This design comes from an exercise in tuning for small area and a short achievable clock period on the open sky130 flow, not from production work. At most, simulation tests tie the RTL to the original design; equivalence was not proved. The flow treats the clock pin as an ideal source, which a real chip does not have.

==> run a <==
// mdu_ctrl
module mdu_ctrl (
  input  logic        clk,
  input  logic        reset,
  input  logic [3:0]  op,
  input  logic        valid,
  input  logic        flush,
  input  logic [31:0] A,
  input  logic [31:0] B,
  output logic        start,
  output logic        busy,
  output logic [31:0] out,
  output logic [31:0] HI,
  output logic [31:0] LO
);
  localparam int W = 35;
  logic        busy_q;
  logic [3:0]  cnt_q;       
  logic        md_q;        
  logic        sg_q;        
  logic        nr_q;        
  logic        qp_q;        
  logic [31:0] hi_q, lo_q;
  logic [31:0] m_q;         
  logic [35:0] q_q;         
  logic [W-1:0] r_q;        
  wire is_mul = (op == 4'd1) | (op == 4'd2);
  wire is_div = (op == 4'd3) | (op == 4'd4);
  wire is_sg  = (op == 4'd1) | (op == 4'd3);
  wire accept = valid & ~flush & ~busy_q;
  assign start = accept & (is_mul | is_div);
  assign busy  = busy_q;
  assign HI    = hi_q;
  assign LO    = lo_q;
  always_comb begin
    out = 32'd0;
    if (op == 4'd7)      out = hi_q;
    else if (op == 4'd8) out = lo_q;
  end
  wire first = (cnt_q == 4'h1);
  wire c4    = (cnt_q == 4'h3);
  wire c9    = (cnt_q == 4'hb);
  wire mfix  = ~md_q & c4;                 
  wire dfix  =  md_q & c9;                 
  wire last  = md_q ? c9 : c4;
  wire dstep =  md_q & ~c9;
  wire sd    = sg_q & m_q[31];             
  wire nq    = md_q & (sd ^ nr_q);         
  wire dz    = (m_q == 32'd0);
  wire [W-1:0] mx = {{(W-32){sd}}, m_q};
  logic       tsel [4];
  logic       r0u, r0l;
  logic       one [4], two [4], bneg [4];
  logic       dbit [4];
  logic       inv0;
  logic [W-1:0] s [4];
  always_comb begin
    for (int i = 0; i < 4; i++) begin
      one[i] = 1'b0; two[i] = 1'b0; bneg[i] = 1'b0; dbit[i] = 1'b0;
      tsel[i] = 1'b0;
    end
    r0u = 1'b0; r0l = 1'b0; inv0 = 1'b0;
    if (~md_q) begin
      if (~c4) begin
        for (int i = 0; i < 4; i++) begin
          logic x0, x1, x2;
          x0 = (i == 0) ? qp_q : q_q[2*i-1];
          x1 = q_q[2*i];
          x2 = q_q[2*i+1];
          one[i]  = x1 ^ x0;
          two[i]  = (x2 & ~x1 & ~x0) | (~x2 & x1 & x0);
          bneg[i] = x2;
  ...
==> flow/config.mk <==
export PLATFORM = sky130hd
export DESIGN_NAME = mdu_ctrl
export DESIGN_NICKNAME = mdu_ctrl
export VERILOG_FILES = /design/flow/design.v
export SDC_FILE = /design/flow/constraint.sdc
export NUM_CORES = 4
export LEC_CHECK = 0
export CAP_MARGIN = 20
export CORE_MARGIN = 2
export CORE_UTILIZATION = 65
export SLEW_MARGIN = 20
==> flow/constraint.sdc <==
create_clock -name core_clock -period 150.0 [get_ports {clk}]
set_input_delay 30.0000 -clock core_clock [delete_from_list [all_inputs] [get_ports {clk}]]
set_output_delay 30.0000 -clock core_clock [all_outputs]
set_load 0.01 [all_outputs]
standard.sh (not shown) runs the stock make flow with config.mk's settings and CLKGATE_MAP_FILE= SYNTH_SCRIPT=/design/flow/synth_recipe.tcl, a recipe that flattens the netlist after the stock synthesis.
==> flow/flow/run.sh <==
#!/bin/bash
# The standard ORFS layout with these changes:
#  - synthesis is the standard flow's own script, except that ABC maps the logic with an area-oriented
#    script (flow/abc_amap.script, written by flow/synth_patch.py); registers are unchanged;
#  - the ports get the smallest buffer;
#  - the clock tree uses no dummy loads, and its leaf buffers are downsized after CTS
#    (flow/cts_downsize.tcl) while flip-flop clock-pin slews stay under 100 ps;
#  - timing repair after CTS aims for 88.8 ns of setup slack (a 61.2 ns period) instead of 0.
set -euo pipefail
here=$(pwd)
python3 flow/synth_patch.py > synth_patch.log 2>&1
bash standard.sh \
  SYNTH_SCRIPT="$here/synth_recipe_amap.tcl" \
  BUFFER_PORTS_ARGS="-buffer_cell sky130_fd_sc_hd__buf_1" \
  CTS_ARGS="-sink_clustering_enable -repair_clock_nets -dont_use_dummy_load" \
  POST_CTS_TCL="$here/flow/cts_downsize.tcl" \
  SETUP_SLACK_MARGIN=88.8 \
  finish > standard_flow.log 2>&1
==> flow/flow/abc_amap.script <==
strash
dch
amap
strash
dch
amap
topo
stime -c
buffer -c
upsize -c
dnsize -c
==> flow/flow/cts_downsize.tcl <==
set my_slew_cap_ns 0.100

proc my_clk_pin_slew_max {} {
  set worst 0.0
  foreach pin [all_registers -clock_pins] {
    foreach edge {rise fall} {
      foreach an {min max} {
        set s [get_property $pin slew_${an}_$edge]
        if {$s > $worst} { set worst $s }
      }
    }
  }
  return $worst
}

estimate_parasitics -placement
puts "clock downsize: clock pin slew before [my_clk_pin_slew_max] ns"
foreach inst [[ord::get_db_block] getInsts] {
  if {[[$inst getMaster] getName] ne "sky130_fd_sc_hd__clkbuf_16"} { continue }
  set name [$inst getName]
  set onet [[$inst findITerm X] getNet]
  set inet [[$inst findITerm A] getNet]
  if {$onet eq "NULL" || $inet eq "NULL"} { continue }
  if {[$onet getSigType] ne "CLOCK"} { continue }
  # keep the root buffer, the one the clock port drives
  if {[llength [$inet getBTerms]] > 0} { continue }
  foreach cand {sky130_fd_sc_hd__clkbuf_4 sky130_fd_sc_hd__clkbuf_8} {
    replace_cell [get_cells $name] $cand
    estimate_parasitics -placement
    if {[my_clk_pin_slew_max] <= $my_slew_cap_ns} {
      puts "clock downsize: $name -> $cand"
      break
    }
    replace_cell [get_cells $name] sky130_fd_sc_hd__clkbuf_16
    estimate_parasitics -placement
  }
}
puts "clock downsize: clock pin slew after [my_clk_pin_slew_max] ns"
==> flow/flow/synth_patch.py <==
"""Writes this flow's synthesis scripts into the work folder: bench's synth_recipe.tcl with ORFS's
synth.tcl replaced by a copy whose only change is that ABC's technology mapping runs
flow/abc_amap.script (area-oriented mapping) instead of ORFS's delay-oriented script.
Registers are not touched by that ABC call, so they come out as in the standard synthesis."""
import os, sys

work = os.getcwd()
flow_home = os.environ["FLOW_HOME"]
abc_script = os.path.join(work, "flow", "abc_amap.script")

src = open(os.path.join(flow_home, "scripts", "synth.tcl")).read()
anchor = "source $::env(SCRIPTS_DIR)/synth_preamble.tcl\n"
if src.count(anchor) != 1:
    sys.exit("synth.tcl: preamble line not found")
src = src.replace(
    anchor,
    anchor + "set abc_args [lreplace $abc_args 1 1 {%s}]\nputs \"abc args: $abc_args\"\n" % abc_script,
)
open(os.path.join(work, "synth_amap.tcl"), "w").write(src)

bench = open(os.path.join(work, "synth_recipe.tcl")).read()
line = "source $::env(SCRIPTS_DIR)/synth.tcl\n"
if bench.count(line) != 1:
    sys.exit("synth_recipe.tcl: synth.tcl line not found")
bench = bench.replace(line, "source {%s}\n" % os.path.join(work, "synth_amap.tcl"))
open(os.path.join(work, "synth_recipe_amap.tcl"), "w").write(bench)
==> inputs of run b, as changes to run a <==
--- a/flow/design.v
+++ b/flow/design.v
@@ -34,17 +34,14 @@
   always_comb begin
     out = 32'd0;
     if (op == 4'd7)      out = hi_q;
     else if (op == 4'd8) out = lo_q;
   end
-  wire first = (cnt_q == 4'h1);
-  wire c4    = (cnt_q == 4'h3);
-  wire c9    = (cnt_q == 4'hb);
-  wire mfix  = ~md_q & c4;                 
-  wire dfix  =  md_q & c9;                 
-  wire last  = md_q ? c9 : c4;
-  wire dstep =  md_q & ~c9;
+  logic first, mfix, dstep, dfix;
+  wire  c4   = mfix;
+  wire  c9   = dfix;
+  wire  last = mfix | dfix;
   wire sd    = sg_q & m_q[31];             
   wire nq    = md_q & (sd ^ nr_q);         
   wire dz    = (m_q == 32'd0);
   wire [W-1:0] mx = {{(W-32){sd}}, m_q};
   logic       tsel [4];
@@ -134,21 +131,25 @@
   wire        ng_en  = busy_q ? nq : a_n;
   wire [31:0] ng_out = ng_en ? (~ng_in + 32'd1) : ng_in;
   wire [31:0] a_abs  = ng_out;
   wire [31:0] res_lo = ng_out;
   always_ff @(posedge clk) begin
+    first <= ~busy_q;
+    mfix  <= busy_q ? (~md_q & (cnt_q == 4'd3)) : 1'b0;
+    dfix  <= busy_q ? ( md_q & (cnt_q == 4'd8)) : 1'b0;
+    dstep <= busy_q ? ( md_q & (cnt_q != 4'd8) & (cnt_q != 4'd9)) : is_div;
     r_q <= s[3];
     if (~busy_q) begin
-      cnt_q <= 4'h1;
+      cnt_q <= 4'd0;
       md_q  <= is_div;
       sg_q  <= is_sg;
       nr_q  <= a_n;
       qp_q  <= 1'b0;
       m_q   <= B;
       q_q   <= {4'd0, a_abs};
     end else begin
-      cnt_q <= {cnt_q[2:0], cnt_q[3] ^ cnt_q[2]};
+      cnt_q <= cnt_q + 4'd1;
       qp_q  <= q_q[7];
       q_q[35:32] <= q_q[31:28];
       if (~md_q)
         q_q[31:0] <= {s[3][1:0], s[2][1:0], s[1][1:0], s[0][1:0], q_q[31:8]};
       else
==> flow/flow/run.sh (replaced) <==
#!/bin/bash
# The standard ORFS layout, with the smallest buffer on the ports and a clock tree
# without dummy loads.
set -euo pipefail
bash standard.sh \
  BUFFER_PORTS_ARGS="-buffer_cell sky130_fd_sc_hd__buf_1" \
  CTS_ARGS="-sink_clustering_enable -repair_clock_nets -dont_use_dummy_load" \
  finish > standard_flow.log 2>&1
removed: flow/flow/abc_amap.script
removed: flow/flow/cts_downsize.tcl
removed: flow/flow/synth_patch.py
==> inputs of run c, as changes to run a <==
==> flow/flow/abc_amap.script (replaced) <==
strash
dch
amap
topo
stime -c
buffer -c
upsize -c
dnsize -c
==> inputs of run d, as changes to run a <==
==> flow/flow/run.sh (replaced) <==
#!/bin/bash
# The standard ORFS layout, with the smallest buffer on the ports, a clock tree
# without dummy loads, and the clock tree's leaf buffers downsized after CTS
# (flow/cts_downsize.tcl) while flip-flop clock-pin slews stay under 100 ps.
set -euo pipefail
here=$(pwd)
bash standard.sh \
  BUFFER_PORTS_ARGS="-buffer_cell sky130_fd_sc_hd__buf_1" \
  CTS_ARGS="-sink_clustering_enable -repair_clock_nets -dont_use_dummy_load" \
  POST_CTS_TCL="$here/flow/cts_downsize.tcl" \
  finish > standard_flow.log 2>&1
removed: flow/flow/abc_amap.script
removed: flow/flow/synth_patch.py
==> comparison <==
- Critical path depth is the same in run d and run a.
- Register-to-register slack, highest first: run a, run c, run d, run b.
- Against run d, the utilization of run b is higher by 1.4 points.
- Between run c and run d, the lower synthesized cell count is in run d (gap about 4.7%, measured against run d).
- Cell area: run b > run d > run a > run c.
- Against run b, the via count of run c is higher by about 5%.
- Against run b, the flip-flop and latch count of run d is lower by 4.
- The highest worst setup slack belongs to run c, the lowest to run b.
==> figures <==
metric	run b	run a	run c	run d
First-pass GRT wire length	75,800 microns	74,400 microns	73,400 microns	71,400 microns
Most frequently used cell type in the post-synthesis netlist	nand2_1	o22ai_1	o22ai_1	nand2_1
Largest stage delay on the critical path	0.36 ns	0.44 ns	0.21 ns	0.36 ns
Multi-input combinational area share	63.8%	58.7%	58.3%	64.5%
Global routing usage on met3	6.80%	7.90%	10.1%	7.64%
Final std cell area, no fill	0.0168 sq mm	0.0155 sq mm	0.0155 sq mm	0.0164 sq mm
Post-synthesis net count	1,913	1,928	1,941	1,863
Worst setup path end	out[24]	out[26]	out[14]	out[27]
Status	finished clean	finished clean	finished clean	finished clean
Maximum number of pins on one net before global-route repair	89	80	79	66
Number of library cell types mapped by synthesis	64	49	57	70
Wirelength, routed	48,600 microns	48,200 microns	47,100 microns	46,500 microns
Slew at the pin closest to its max-slew limit	1.11 ns	1.08 ns	0.946 ns	1.08 ns
Routed vias/inst	6.55	6.94	6.82	6.57
Initial antenna violation count	0	2	0	2
Post-synthesis share of cell area spent on full adders, half adders and majority gates	17.3%	19.0%	18.8%	17.5%
Compound-cell area share of the yosys netlist	19.2%	33.2%	32.6%	18.1%
Synthesized flop and latch total	180	176	176	176
DP HPWL	34,600 microns	33,900 microns	33,500 microns	33,500 microns
No functional check of the RTL was part of run b.

-- re-timing with driven ports --
In the flow no input, the clock included, has a driving cell. The finished layouts below were timed again as built, in two steps.
Step 1 assumes that a clkbuf_16 drives the clock port and a buf_2 every other input.
Step 2 times the ports against the registers' clock, not the clock port: input delays grow and output delays shrink by t, the midpoint of the rising clock arrivals with the driver on.
a / b / c = ideal / step 1 / step 2; a / b = the first two.
run | t, ns | slack for setup (ns) | worst setup path after step 2
run a | 0.441 | 88.835 / 88.810 / 88.810 | input to output
run b | 0.485 | 88.653 / 88.599 / 88.599 | input to output
run c | 0.439 | 88.983 / 88.962 / 88.962 | input to output
run d | 0.434 | 88.735 / 88.707 / 88.707 | input to output
After both steps setup and hold are still met in every run listed. The setup slack of run b, which loses most, moves by -0.054 ns with the drivers and by -0.054 ns with both steps.
